This design comes from an exercise in tuning for small area and a short achievable clock period on the open sky130 flow, not from production work.
Only simulation tests tie the RTL to the original design; equivalence was not proved.
Power and IR drop assume default switching activity.

==> wip/raven: inputs <==
## kgp_core
module kgp_core (
	input  logic           clk,
	input  logic           arst_n,
	output kgp_pkg::word_t instr_addr,
	input  kgp_pkg::word_t instr,
	output kgp_pkg::word_t mem_addr,
	output kgp_pkg::word_t mem_wdata,
	input  kgp_pkg::word_t mem_rdata,
	output logic           mem_read,
	output logic           mem_write
);
==> module addr_adder, before the edit <==
module addr_adder (
	input  kgp_pkg::word_t a,
	input  logic [15:0]    imm,
	output kgp_pkg::word_t sum
);
	assign sum = a + {{16{imm[15]}}, imm};
endmodule
==> module kgp_core, before the edit <==
module kgp_core (
	input  logic           clk,
	input  logic           arst_n,
	output kgp_pkg::word_t instr_addr,
	input  kgp_pkg::word_t instr,
	output kgp_pkg::word_t mem_addr,
	output kgp_pkg::word_t mem_wdata,
	input  kgp_pkg::word_t mem_rdata,
	output logic           mem_read,
	output logic           mem_write
);
	logic reg_write, wr_rt, wr_link, c_mem_read, c_mem_write, use_imm, is_comp;
	logic set_carry, res_add, res_and, res_xor, res_shift;
	logic shift_left, shift_arith, shift_by_reg;
	logic br_br, br_long, br_short, br_bl, br_bltz, br_bz, br_bnz, br_bcy, br_bncy;
	kgp_pkg::reg_addr_t rs_addr;
	kgp_pkg::reg_addr_t rt_addr;
	kgp_pkg::reg_addr_t wr_addr;
	kgp_pkg::word_t     rs_data;
	kgp_pkg::word_t     rt_data;
	kgp_pkg::word_t     imm_ext;
	kgp_pkg::word_t     alu_b;
	kgp_pkg::word_t     addr;
	kgp_pkg::word_t     alu_result;
	kgp_pkg::word_t     wr_data;
	kgp_pkg::word_t     pc;
	kgp_pkg::word_t     pc_plus4;
	kgp_pkg::word_t     next_pc;
	kgp_pkg::shamt_t    shamt;
	logic               carry;
	logic               carry_q;
	logic [32 * 32 - 1:0] regs;
	logic [31:0]          valid;
	logic [31:0]          we;
	logic [31:0]          rs_sel;
	logic [31:0]          rt_sel;
	assign rs_addr = instr[25:21];
	assign rt_addr = instr[20:16];
	assign imm_ext = {{16{instr[15]}}, instr[15:0]};
	assign alu_b   = use_imm ? imm_ext : rt_data;
	assign shamt   = shift_by_reg ? rt_data[4:0] : instr[10:6];
	assign wr_addr = wr_link ? kgp_pkg::link_reg : (wr_rt ? rt_addr : rs_addr);
	assign wr_data = wr_link ? pc_plus4 : (wr_rt ? mem_rdata : alu_result);
	assign pc_plus4 = pc + 32'd4;
	assign instr_addr = pc;
	assign mem_addr   = addr;
	assign mem_wdata  = rt_data;
	assign mem_read   = c_mem_read;
	assign mem_write  = c_mem_write && arst_n;
	always_comb begin
		for (int i = 0; i < 32; i++) begin
			we[i]     = reg_write && (wr_addr == 5'(i));
		end
	end
	always_ff @(posedge clk or negedge arst_n) begin
		if (!arst_n) begin
			valid <= '0;
		end else begin
			valid <= valid | we;
		end
	end
	for (genvar i = 0; i < 32; i++) begin : g_reg
		always_ff @(posedge clk) begin
			if (we[i]) begin
				regs[i * 32 +: 32] <= wr_data;
			end
		end
	end
	read_decode u_rs_dec (.addr (rs_addr), .valid (valid), .sel (rs_sel));
	read_decode u_rt_dec (.addr (rt_addr), .valid (valid), .sel (rt_sel));
	read_port u_rs (.sel (rs_sel), .regs (regs), .data (rs_data));
	read_port u_rt (.sel (rt_sel), .regs (regs), .data (rt_data));
	always_ff @(posedge clk or negedge arst_n) begin
		if (!arst_n) begin
			pc      <= kgp_pkg::reset_pc;
			carry_q <= 1'b0;
		end else begin
			pc <= next_pc;
			if (set_carry) begin
				carry_q <= carry;
			end
		end
	end
	control_unit u_control (
		.instr        (instr),
		.reg_write    (reg_write),
		.wr_rt        (wr_rt),
		.wr_link      (wr_link),
		.mem_read     (c_mem_read),
		.mem_write    (c_mem_write),
		.use_imm      (use_imm),
		.is_comp      (is_comp),
		.set_carry    (set_carry),
		.res_add      (res_add),
		.res_and      (res_and),
		.res_xor      (res_xor),
		.res_shift    (res_shift),
		.shift_left   (shift_left),
		.shift_arith  (shift_arith),
		.shift_by_reg (shift_by_reg),
		.br_br        (br_br),
		.br_long      (br_long),
		.br_short     (br_short),
		.br_bl        (br_bl),
		.br_bltz      (br_bltz),
		.br_bz        (br_bz),
		.br_bnz       (br_bnz),
		.br_bcy       (br_bcy),
		.br_bncy      (br_bncy)
	);
	kgp_pkg::word_t add_a;
	kgp_pkg::word_t add_b;
	kgp_pkg::word_t sum;
	kgp_pkg::word_t sh_in;
	kgp_pkg::word_t sh_out;
	kgp_pkg::word_t shifted;
	logic           fill;
	logic [32:0]    sh_wide;
	assign add_a        = is_comp ? 32'd0 : rs_data;
	assign add_b        = is_comp ? ~alu_b : alu_b;
	assign {carry, sum} = {1'b0, add_a} + {1'b0, add_b} + 33'(is_comp);
	always_comb begin
		for (int i = 0; i < 32; i++) begin
			sh_in[i] = shift_left ? rs_data[31 - i] : rs_data[i];
		end
	end
	assign fill    = shift_arith & rs_data[31];
	assign sh_wide = $signed({fill, sh_in}) >>> shamt;
	assign sh_out  = sh_wide[31:0];
	always_comb begin
		for (int i = 0; i < 32; i++) begin
			shifted[i] = shift_left ? sh_out[31 - i] : sh_out[i];
		end
	end
	assign alu_result = ({32{res_add}}   & sum)
	                  | ({32{res_and}}   & (rs_data & alu_b))
	                  | ({32{res_xor}}   & (rs_data ^ alu_b))
	                  | ({32{res_shift}} & shifted);
	addr_adder u_addr (
		.a   (rs_data),
		.imm (instr[15:0]),
		.sum (addr)
	);
	logic rs_zero;
	logic take_long;
	logic take_short;
	assign rs_zero    = (rs_data == '0);
	assign take_long  = (br_long && !br_bcy && !br_bncy) || (br_bcy && carry_q) || (br_bncy && !carry_q);
	assign take_short = (br_bltz && rs_data[31]) || (br_bz && rs_zero) || (br_bnz && !rs_zero);
	always_comb begin
		if (br_br) begin
			next_pc = rs_data;
		end else if (take_long) begin
			next_pc = {4'b0000, instr[25:0], 2'b00};
		end else if (take_short) begin
			next_pc = {9'd0, instr[20:0], 2'b00};
		end else begin
			next_pc = pc_plus4;
		end
	end
endmodule
clock: 12.0 ns
lec_check: 0
cap_margin: 20
core_margin: 2
core_utilization: 55
cts_buf_list: sky130_fd_sc_hd__clkbuf_8
cts_cluster_size: 30
setup_slack_margin: 3.5
slew_margin: 20
synth_hierarchical: 1
synth_minimum_keep_size: 150
run.sh (not shown) runs the stock make flow with config.mk's settings and CLKGATE_MAP_FILE= SYNTH_SCRIPT=/design/flow/synth_recipe.tcl, a recipe that flattens the netlist after the stock synthesis.
==> wip/violet: changes against wip/raven <==
--- a/flow/design.v
+++ b/flow/design.v
@@ -107,11 +107,4 @@
 endmodule
 `timescale 1ns/100ps
-module addr_adder (
-	input  kgp_pkg::word_t a,
-	input  logic [15:0]    imm,
-	output kgp_pkg::word_t sum
-);
-	assign sum = a + {{16{imm[15]}}, imm};
-endmodule
 `timescale 1ns/100ps
 module read_port (
@@ -278,9 +271,5 @@
 	                  | ({32{res_xor}}   & (rs_data ^ alu_b))
 	                  | ({32{res_shift}} & shifted);
-	addr_adder u_addr (
-		.a   (rs_data),
-		.imm (instr[15:0]),
-		.sum (addr)
-	);
+	assign addr = rs_data + imm_ext;
 	logic rs_zero;
 	logic take_long;
Settings changed: SETUP_SLACK_MARGIN 3.5 to 3.0.
==> impl_metrics.yaml <==
outcome:
  status: "complete, no violations"
place:
  placed_area_um2: 58600
  dp_cells: 5648
detailed_routing:
  wl_met2_um: 101000
cells_and_area:
  final_util_pct: 65.8
power:
  swShare_pct: 27.2
critical_path:
  reg2reg_slack_ps: 5200
  cp-startpoint: "instr[22]"
global_routing:
  met1_usage_pct: 61.1
  grt_pass1_wl_um: 345000
die:
  n_tap_cell: 1287
Source of the figures above: wip/raven

==> impl_metrics.yaml <==
critical_path:
  reg2reg_slack_ps: 5250
  cp-startpoint: "instr[24]"
outcome:
  status: "complete, no violations"
place:
  io_buffers: 163
  placed_area_um2: 57800
  dp_cells: 5512
global_routing:
  grt_pass1_wl_um: 336000
  met1_usage_pct: 62.1
clock_network:
  clk_latency_ps: 910
detailed_routing:
  wl_met2_um: 98600
sta:
  fmax_mhz: 110
  rsz0062_at_grt: "yes"
  skew_ps: 52.7
  final-setup-viol-count: 0
die:
  n_tap_cell: 1276
hold_path:
  worstHoldPathType: "flop to flop"
cells_and_area:
  largest_reg_flops: 1024
  largest_cell_class: "flip-flops and latches"
Source of the figures above: wip/violet

-- re-timing with driven ports --
No port has a modelled driver above. Below, the same layouts with a new extraction and two added sets of constraints. Step 1: set_driving_cell puts a clkbuf_16 on clk and a buf_2 on each other input, an assumption about the parent block. Step 2 moves the port delays by t, midway between the first and last clock arrival at a register: inputs arrive t later, outputs are due t later. That takes back most of the time a late clock gives input paths. a / b / c = ideal / step 1 / step 2; a / b = the first two.
| run | shift t [ns] | setup WS [ns] | hold WS [ns] | clock arrival spread, ns | cell pins on the clock port's net |
|---|---|---|---|---|---|
| wip/raven | 0.964 | 3.105 / 3.054 / 2.609 | 0.506 / 0.506 / 0.506 | 0.052 / 0.052 | 1 |
| wip/violet | 0.956 | 2.935 / 2.738 / 2.386 | 0.520 / 0.520 / 0.520 | 0.053 / 0.053 | 1 |
After both steps setup and hold are still met in every run listed. For wip/violet, which loses most, drivers alone change the setup slack by -0.197 ns; drivers and shift together by -0.549 ns.
